Background: an optimization exercise with open tools, aiming at small area, a short achievable clock period and few clock cycles per item. Do not read the settings as production practice.
Where RTL was checked, it was by simulation tests only, not by an equivalence proof against the original.
Power is estimated from default activity; no workload was simulated.

the previous run:
==> flow/design.v <==
module matrix_mem_sequencer #(
  parameter int ADDR_W = 8,
  parameter int DATA_W = 256,
  parameter int RD_LAT = 2
) (
  input  logic              clk,
  input  logic              rst,
  input  logic              start,
  input  logic [ADDR_W-1:0] addr_a,
  input  logic [ADDR_W-1:0] addr_b,
  input  logic [ADDR_W-1:0] addr_c,
  output logic              busy,
  output logic              done,
  output logic [ADDR_W-1:0] ram_addr,
  output logic              ram_wren,
  output logic [DATA_W-1:0] ram_wdata,
  input  logic [DATA_W-1:0] ram_rdata,
  output logic [DATA_W-1:0] mat_a,
  output logic [DATA_W-1:0] mat_b,
  input  logic [DATA_W-1:0] mat_c
);
  localparam int DEPTH = 3;
  logic [ADDR_W-1:0] q_a   [DEPTH];
  logic [ADDR_W-1:0] q_b   [DEPTH];
  logic [ADDR_W-1:0] q_c   [DEPTH];
  logic [DEPTH-1:0]  q_v;
  logic [DEPTH-1:0]  q_ra;    
  logic [DEPTH-1:0]  q_rb;    
  logic [DEPTH-1:0]  q_ab;    
  logic [DEPTH-1:0]  q_fb;    
  logic [DEPTH-1:0]  q_h1b;   
  logic [DEPTH-1:0]  q_h2a;   
  logic [DEPTH-1:0]  q_h2b;   
  logic [DEPTH-1:0]  q_t2, q_t3;
  logic [ADDR_W-1:0] r_lc1, r_lc2;    
  logic              r_lv1, r_lv2;
  logic              r_eval;          
  logic              r_busy;
  logic              r_done;
  logic              r_wren;
  logic [ADDR_W-1:0] r_addr;
  logic              p0_da, p0_db, p1_da, p1_db, p2_da, p2_db;
  logic              sa_c, sa_r, sa_h, sb_c, sb_r, sb_h;
  logic [DATA_W-1:0] r_a, r_b;
  logic [DEPTH-1:0] q_rem;
  assign q_rem = q_ra | q_rb;
  logic isa1, isa2, rdb1, rdb2;
  logic [DEPTH-1:0] iss_a, iss_b;    
  logic rd_ab;
  assign isa1 = q_ra[1] && !q_t3[0];
  assign rdb1 = q_rb[1] && !q_h1b[1];
  assign isa2 = q_ra[2] && !q_t2[0] && !q_t3[1] && !q_h2a[2];
  assign rdb2 = q_rb[2] && !q_t3[0] && !q_h2b[2];
  always_comb begin
    iss_a = '0;
    iss_b = '0;
    iss_a[0] = !r_eval && q_ra[0];
    iss_b[0] = !r_eval && !q_ra[0] && q_rb[0];
    iss_a[1] = !r_eval && !q_rem[0] && isa1;
    iss_b[1] = !r_eval && !q_rem[0] && !isa1 && rdb1;
    iss_a[2] = !r_eval && !q_rem[0] && !q_rem[1] && isa2;
    iss_b[2] = !r_eval && !q_rem[0] && !q_rem[1] && !isa2 && rdb2;
  end
  assign rd_ab = (iss_a[0] && q_ab[0]) || (iss_a[1] && q_ab[1]) || (iss_a[2] && q_ab[2]);
  logic [ADDR_W-1:0] nx_addr;
  always_comb begin
    if (r_eval)        nx_addr = q_c[0];
    else if (q_rem[0]) nx_addr = q_ra[0] ? q_a[0] : q_b[0];
    else if (q_rem[1]) nx_addr = isa1 ? q_a[1] : q_b[1];
    else               nx_addr = isa2 ? q_a[2] : q_b[2];
  end
  logic             acc;
  logic [DEPTH-1:0] s_v, s_ra, s_rb, s_t2, s_t3;   
  logic [DEPTH-1:0] slot_new;                           
  logic             n_fa, n_fb, n_ab, n_h2a, n_h2b;
  always_comb begin
    for (int i = 0; i < DEPTH; i++) begin
      if (i + 1 < DEPTH) begin
        s_v[i]  = r_eval ? q_v[i+1]  : q_v[i];
        s_ra[i] = r_eval ? q_ra[i+1] : q_ra[i];
        s_rb[i] = r_eval ? q_rb[i+1] : q_rb[i];
        s_t2[i] = r_eval ? q_t2[i+1] : q_t2[i];
        s_t3[i] = r_eval ? q_t3[i+1] : q_t3[i];
      end else begin
        s_v[i]  = !r_eval && q_v[i];
        s_ra[i] = !r_eval && q_ra[i];
        s_rb[i] = !r_eval && q_rb[i];
        s_t2[i] = !r_eval && q_t2[i];
        s_t3[i] = !r_eval && q_t3[i];
      end
    end
    for (int i = 0; i < DEPTH; i++)
      slot_new[i] = !s_v[i] && (i == 0 || s_v[(i == 0) ? 0 : i-1]);
  end
  assign acc   = start && !r_busy;
  assign n_fa  = r_lv1 && (addr_a == r_lc1);
  assign n_fb  = r_lv1 && (addr_b == r_lc1);
  assign n_ab  = (addr_a == addr_b);
  assign n_h2a = r_lv2 && (addr_a == r_lc2);
  assign n_h2b = r_lv2 && (addr_b == r_lc2);
  logic n_near;
  assign n_near = !s_v[1];
  logic e_next;
  assign e_next = r_eval ? (q_v[1] && !q_rem[1] && !q_t2[1])
                         : (q_v[0] && !q_rem[0] && !q_t2[0]);
  logic [DEPTH-1:0] n_v, n_ra, n_rb, n_t2, n_t3, iss;
  always_comb begin
    iss = iss_a | iss_b;
    for (int i = 0; i < DEPTH; i++) begin
      n_v[i]  = s_v[i] || (acc && slot_new[i]);
      n_ra[i] = (acc && slot_new[i]) ? !n_fa : (s_ra[i] && !iss_a[i]);
      n_rb[i] = (acc && slot_new[i]) ? (!(n_fb && !n_near) && !(n_ab && !n_fa))
                                     : (s_rb[i] && !iss_b[i]);
      n_t3[i] = iss[i];
      n_t2[i] = iss[i] || s_t3[i];
    end
  end
  always_ff @(posedge clk) begin
    if (!rst) begin
      q_v    <= '0;
      q_ra   <= '0;
      q_rb   <= '0;
      q_t2   <= '0;
      q_t3   <= '0;
      r_lv1  <= 1'b0;
      r_lv2  <= 1'b0;
      r_eval <= 1'b0;
      r_busy <= 1'b0;
      r_done <= 1'b0;
      r_wren <= 1'b0;
      p0_da  <= 1'b0; p0_db <= 1'b0;
      p1_da  <= 1'b0; p1_db <= 1'b0;
      p2_da  <= 1'b0; p2_db <= 1'b0;
      sa_c   <= 1'b0; sa_r  <= 1'b0; sa_h <= 1'b1;
      sb_c   <= 1'b0; sb_r  <= 1'b0; sb_h <= 1'b1;
    end else begin
      q_v    <= n_v;
      q_ra   <= n_ra;
      q_rb   <= n_rb;
      q_t2   <= n_t2;
      q_t3   <= n_t3;
      if (acc) begin
        r_lv1 <= 1'b1;
        r_lv2 <= r_lv1;
      end
      r_eval <= e_next;
      r_busy <= n_v[DEPTH-1] && !e_next;
      r_done <= r_eval;
      r_wren <= r_eval;
      p0_da  <= |iss_a;
      p0_db  <= (|iss_b) || rd_ab;
      p1_da  <= p0_da; p1_db <= p0_db;
      p2_da  <= p1_da; p2_db <= p1_db;
      sa_c   <= e_next;
      sa_r   <= p1_da;
      sa_h   <= !e_next && !p1_da;
      sb_c   <= e_next && (r_eval ? (q_v[2] && q_fb[2]) : (q_v[1] && q_fb[1]));
      sb_r   <= p1_db;
      sb_h   <= !(e_next && (r_eval ? (q_v[2] && q_fb[2]) : (q_v[1] && q_fb[1]))) && !p1_db;
    end
  end
  logic [DEPTH-1:0] pl_new, pl_shift, pl_hold;
  always_comb begin
    for (int i = 0; i < DEPTH; i++) begin
      pl_new[i]   = acc && slot_new[i];
      pl_shift[i] = r_eval && !pl_new[i];
      pl_hold[i]  = !r_eval && !pl_new[i];
    end
  end
  always_ff @(posedge clk) begin
    if (acc) begin
      r_lc1 <= addr_c;
      r_lc2 <= r_lc1;
    end
    for (int i = 0; i + 1 < DEPTH; i++) begin
      q_a[i]   <= ({ADDR_W{pl_new[i]}} & addr_a) | ({ADDR_W{pl_shift[i]}} & q_a[i+1]) |
                  ({ADDR_W{pl_hold[i]}} & q_a[i]);
      q_b[i]   <= ({ADDR_W{pl_new[i]}} & addr_b) | ({ADDR_W{pl_shift[i]}} & q_b[i+1]) |
                  ({ADDR_W{pl_hold[i]}} & q_b[i]);
      q_c[i]   <= ({ADDR_W{pl_new[i]}} & addr_c) | ({ADDR_W{pl_shift[i]}} & q_c[i+1]) |
                  ({ADDR_W{pl_hold[i]}} & q_c[i]);
      q_ab[i]  <= (pl_new[i] && n_ab && !n_fa) || (pl_shift[i] && q_ab[i+1]) || (pl_hold[i] && q_ab[i]);
      q_fb[i]  <= (pl_new[i] && n_fb && !n_near) || (pl_shift[i] && q_fb[i+1]) || (pl_hold[i] && q_fb[i]);
      q_h1b[i] <= (pl_new[i] && n_fb && n_near) || (pl_shift[i] && q_h1b[i+1]) || (pl_hold[i] && q_h1b[i]);
      q_h2a[i] <= (pl_new[i] && n_h2a) || (pl_shift[i] && q_h2a[i+1]) || (pl_hold[i] && q_h2a[i]);
      q_h2b[i] <= (pl_new[i] && n_h2b) || (pl_shift[i] && q_h2b[i+1]) || (pl_hold[i] && q_h2b[i]);
    end
    if (pl_new[DEPTH-1]) begin
      q_a[DEPTH-1]   <= addr_a;
      q_b[DEPTH-1]   <= addr_b;
      q_c[DEPTH-1]   <= addr_c;
      q_ab[DEPTH-1]  <= n_ab && !n_fa;
      q_fb[DEPTH-1]  <= n_fb && !n_near;
      q_h1b[DEPTH-1] <= n_fb && n_near;
      q_h2a[DEPTH-1] <= n_h2a;
      q_h2b[DEPTH-1] <= n_h2b;
    end else if (r_eval) begin
      q_fb[DEPTH-1]  <= 1'b0;
    end
    r_addr <= nx_addr;
  end
  always_ff @(posedge clk) begin
    r_a <= ({DATA_W{sa_c}} & mat_c) | ({DATA_W{sa_r}} & ram_rdata) | ({DATA_W{sa_h}} & r_a);
    r_b <= ({DATA_W{sb_c}} & mat_c) | ({DATA_W{sb_r}} & ram_rdata) | ({DATA_W{sb_h}} & r_b);
  end
  assign busy      = r_busy;
  assign done      = r_done;
  assign ram_addr  = r_addr;
  assign ram_wren  = r_wren;
  assign ram_wdata = r_a;
  assign mat_a     = r_a;
  assign mat_b     = r_b;
endmodule
Settings: LEC_CHECK=0, CAP_MARGIN=20, CORE_AREA=3 3 317 317, DIE_AREA=0 0 320 320, SETUP_SLACK_MARGIN=1.5, SLEW_MARGIN=20; clock period 3.5 ns.
standard.sh (not shown) runs the stock make flow with config.mk's settings and CLKGATE_MAP_FILE= SYNTH_SCRIPT=/design/flow/synth_recipe.tcl, a recipe that flattens the netlist after the stock synthesis.
==> flow/flow/run.sh <==
#!/bin/bash
# Standard ORFS layout with small port buffers (buf_1 on inputs and on
# outputs) and the five datapath pins of each bit placed side by side.
# make's full output goes to standard_flow.log; each ORFS step also keeps its
# own log under orfs/logs.
set -euo pipefail
W=$(pwd)
export PRE_GLOBAL_PLACE_TCL=$W/flow/bufports.tcl
export POST_GLOBAL_PLACE_TCL=$W/flow/unbuf.tcl
export BUFFER_PORTS_ARGS="-outputs -buffer_cell sky130_fd_sc_hd__buf_1"
args="-min_distance 1 -min_distance_in_tracks"
for i in $(seq 0 255); do
  args="$args -group_pins {mat_c[$i] ram_rdata[$i] mat_a[$i] ram_wdata[$i] mat_b[$i]}"
done
export PLACE_PINS_ARGS="$args"
export CTS_ARGS="-sink_clustering_enable -repair_clock_nets -sink_clustering_size 22 -sink_clustering_max_diameter 80 -balance_levels"
# The platform's don't-use list plus a222oi: that cell packs six inputs into
# a small cell and leaves the datapath's pins too crowded to route.
DU=$(awk '/^export DONT_USE_CELLS \+=/{f=1; next} f{c=/\\$/; gsub(/\\/,""); printf "%s ", $0; if (!c) exit}' $FLOW_HOME/platforms/sky130hd/config.mk)
DU="$(echo $DU) sky130_fd_sc_hd__a222oi_1"
echo "DONT_USE_CELLS=$DU" > $W/dont_use.log
bash standard.sh "DONT_USE_CELLS=$DU" finish > $W/standard_flow.log 2>&1
==> flow/flow/bufports.tcl <==
# Input ports get a small buffer here; the standard flow's buffer_ports call (BUFFER_PORTS_ARGS)
# buffers the outputs. dont_touch keeps remove_buffers from taking the input
# buffers out again before placement.
buffer_ports -inputs -buffer_cell sky130_fd_sc_hd__buf_1
foreach inst [get_cells input*] { set_dont_touch $inst }
==> flow/flow/unbuf.tcl <==
# The input buffers were dont_touch only to survive remove_buffers; clear it
# so later steps treat them like any cell, and tie their supply pins with the
# platform's global connections.
foreach inst [get_cells input*] { unset_dont_touch $inst }
global_connect
Testbench counts of the previous run, summed over its fixed seeds: cycles 8,227, items 3,200.
--- input diff the previous run..the current run ---
--- a/flow/design.v
+++ b/flow/design.v
@@ -44,24 +44,18 @@
   logic [DATA_W-1:0] r_a, r_b;
   logic [DEPTH-1:0] q_rem;
   assign q_rem = q_ra | q_rb;
-  logic isa1, isa2, rdb1, rdb2;
-  logic [DEPTH-1:0] iss_a, iss_b;    
-  logic rd_ab;
+  logic rd0, rd1, rd2, isa1, isa2, rdb1, rdb2, rd_en, rd_isa, rd_ab;
   assign isa1 = q_ra[1] && !q_t3[0];
   assign rdb1 = q_rb[1] && !q_h1b[1];
   assign isa2 = q_ra[2] && !q_t2[0] && !q_t3[1] && !q_h2a[2];
   assign rdb2 = q_rb[2] && !q_t3[0] && !q_h2b[2];
-  always_comb begin
-    iss_a = '0;
-    iss_b = '0;
-    iss_a[0] = !r_eval && q_ra[0];
-    iss_b[0] = !r_eval && !q_ra[0] && q_rb[0];
-    iss_a[1] = !r_eval && !q_rem[0] && isa1;
-    iss_b[1] = !r_eval && !q_rem[0] && !isa1 && rdb1;
-    iss_a[2] = !r_eval && !q_rem[0] && !q_rem[1] && isa2;
-    iss_b[2] = !r_eval && !q_rem[0] && !q_rem[1] && !isa2 && rdb2;
-  end
-  assign rd_ab = (iss_a[0] && q_ab[0]) || (iss_a[1] && q_ab[1]) || (iss_a[2] && q_ab[2]);
+  assign rd0  = !r_eval && q_v[0] && q_rem[0];
+  assign rd1  = !r_eval && q_v[1] && !q_rem[0] && (isa1 || rdb1);
+  assign rd2  = !r_eval && q_v[2] && !q_rem[0] && !q_rem[1] && (isa2 || rdb2);
+  assign rd_en  = rd0 || rd1 || rd2;
+  assign rd_isa = (rd0 && q_ra[0]) || (rd1 && isa1) || (rd2 && isa2);
+  assign rd_ab  = (rd0 && q_ra[0] && q_ab[0]) || (rd1 && isa1 && q_ab[1]) ||
+                  (rd2 && isa2 && q_ab[2]);
   logic [ADDR_W-1:0] nx_addr;
   always_comb begin
     if (r_eval)        nx_addr = q_c[0];
@@ -105,12 +99,15 @@
                          : (q_v[0] && !q_rem[0] && !q_t2[0]);
   logic [DEPTH-1:0] n_v, n_ra, n_rb, n_t2, n_t3, iss;
   always_comb begin
-    iss = iss_a | iss_b;
+    iss = '0;
+    iss[0] = rd0;
+    iss[1] = rd1;
+    iss[2] = rd2;
     for (int i = 0; i < DEPTH; i++) begin
       n_v[i]  = s_v[i] || (acc && slot_new[i]);
-      n_ra[i] = (acc && slot_new[i]) ? !n_fa : (s_ra[i] && !iss_a[i]);
+      n_ra[i] = (acc && slot_new[i]) ? !n_fa : (s_ra[i] && !(iss[i] && rd_isa));
       n_rb[i] = (acc && slot_new[i]) ? (!(n_fb && !n_near) && !(n_ab && !n_fa))
-                                     : (s_rb[i] && !iss_b[i]);
+                                     : (s_rb[i] && !(iss[i] && !rd_isa));
       n_t3[i] = iss[i];
       n_t2[i] = iss[i] || s_t3[i];
     end
@@ -147,8 +144,8 @@
       r_busy <= n_v[DEPTH-1] && !e_next;
       r_done <= r_eval;
       r_wren <= r_eval;
-      p0_da  <= |iss_a;
-      p0_db  <= (|iss_b) || rd_ab;
+      p0_da  <= rd_en && rd_isa;
+      p0_db  <= rd_en && (!rd_isa || rd_ab);
       p1_da  <= p0_da; p1_db <= p0_db;
       p2_da  <= p1_da; p2_db <= p1_db;
       sa_c   <= e_next;
==> comparison <==
- Diff the current run..the previous run | number of well taps | unchanged
- The current run and the previous run ended up with roughly the same synthesized netlist cell count.
- Main combinational cell family by area after synthesis = compound AO/OA/AOI/OAI gates: the current run; main combinational cell family by area after synthesis = simple AND/OR/NAND/NOR gates: the previous run
- The count of non-CTS buffers in the layout in the current run sits 21 above the value recorded for the previous run.
- Per the comparison of the current run with the previous run, number of vias in the routed layout ~0 delta; number of filler cells placed in the layout ~0 delta; relative slew slack -3.6 points.
- Relative to the previous run, the clock-cell share of area of the current run is lower by 0.33 points.
- Cell area power density: the current run vs the previous run up 13 nW/µm²
- Going from the previous run to the current run, portion of total power attributed to combinational logic shows an increase of 0.8 points, clock network fraction of design power saw a decrease.
- Fraction of met1 tracks used by global routing in the current run is 0.30 points above the previous run.
- The previous run and the current run ended up with nearly the same register cell area after layout.
For the current run, only the layout was checked, not whether the RTL still works.

[separate check: timing with driven ports]
No port has a modelled driver above. Below, the same layouts with a new extraction and two added sets of constraints.
Step 1 assumes that a clkbuf_16 drives the clock port and a buf_2 every other input.
Step 2 adds t to the input delays and takes it off the output delays; t is the mean of the earliest and latest rising clock arrival at the registers after step 1. Input paths then give back, and output paths get back, about the clock's delay inside the block.
Three values: ideal, step 1, step 2; two values: the first two.
run | t, ns | setup WS [ns] | worst setup path at the end | latest minus earliest clock arrival (ns)
the previous run | 0.655 | 1.565 / 1.506 / 1.043 | input to register | 0.049 / 0.048
the current run | 0.657 | 1.568 / 1.500 / 1.188 | input to register | 0.043 / 0.043
After both steps setup and hold are still met in every run listed. The setup slack of the previous run, which loses most, moves by -0.059 ns with the drivers and by -0.522 ns with both steps.
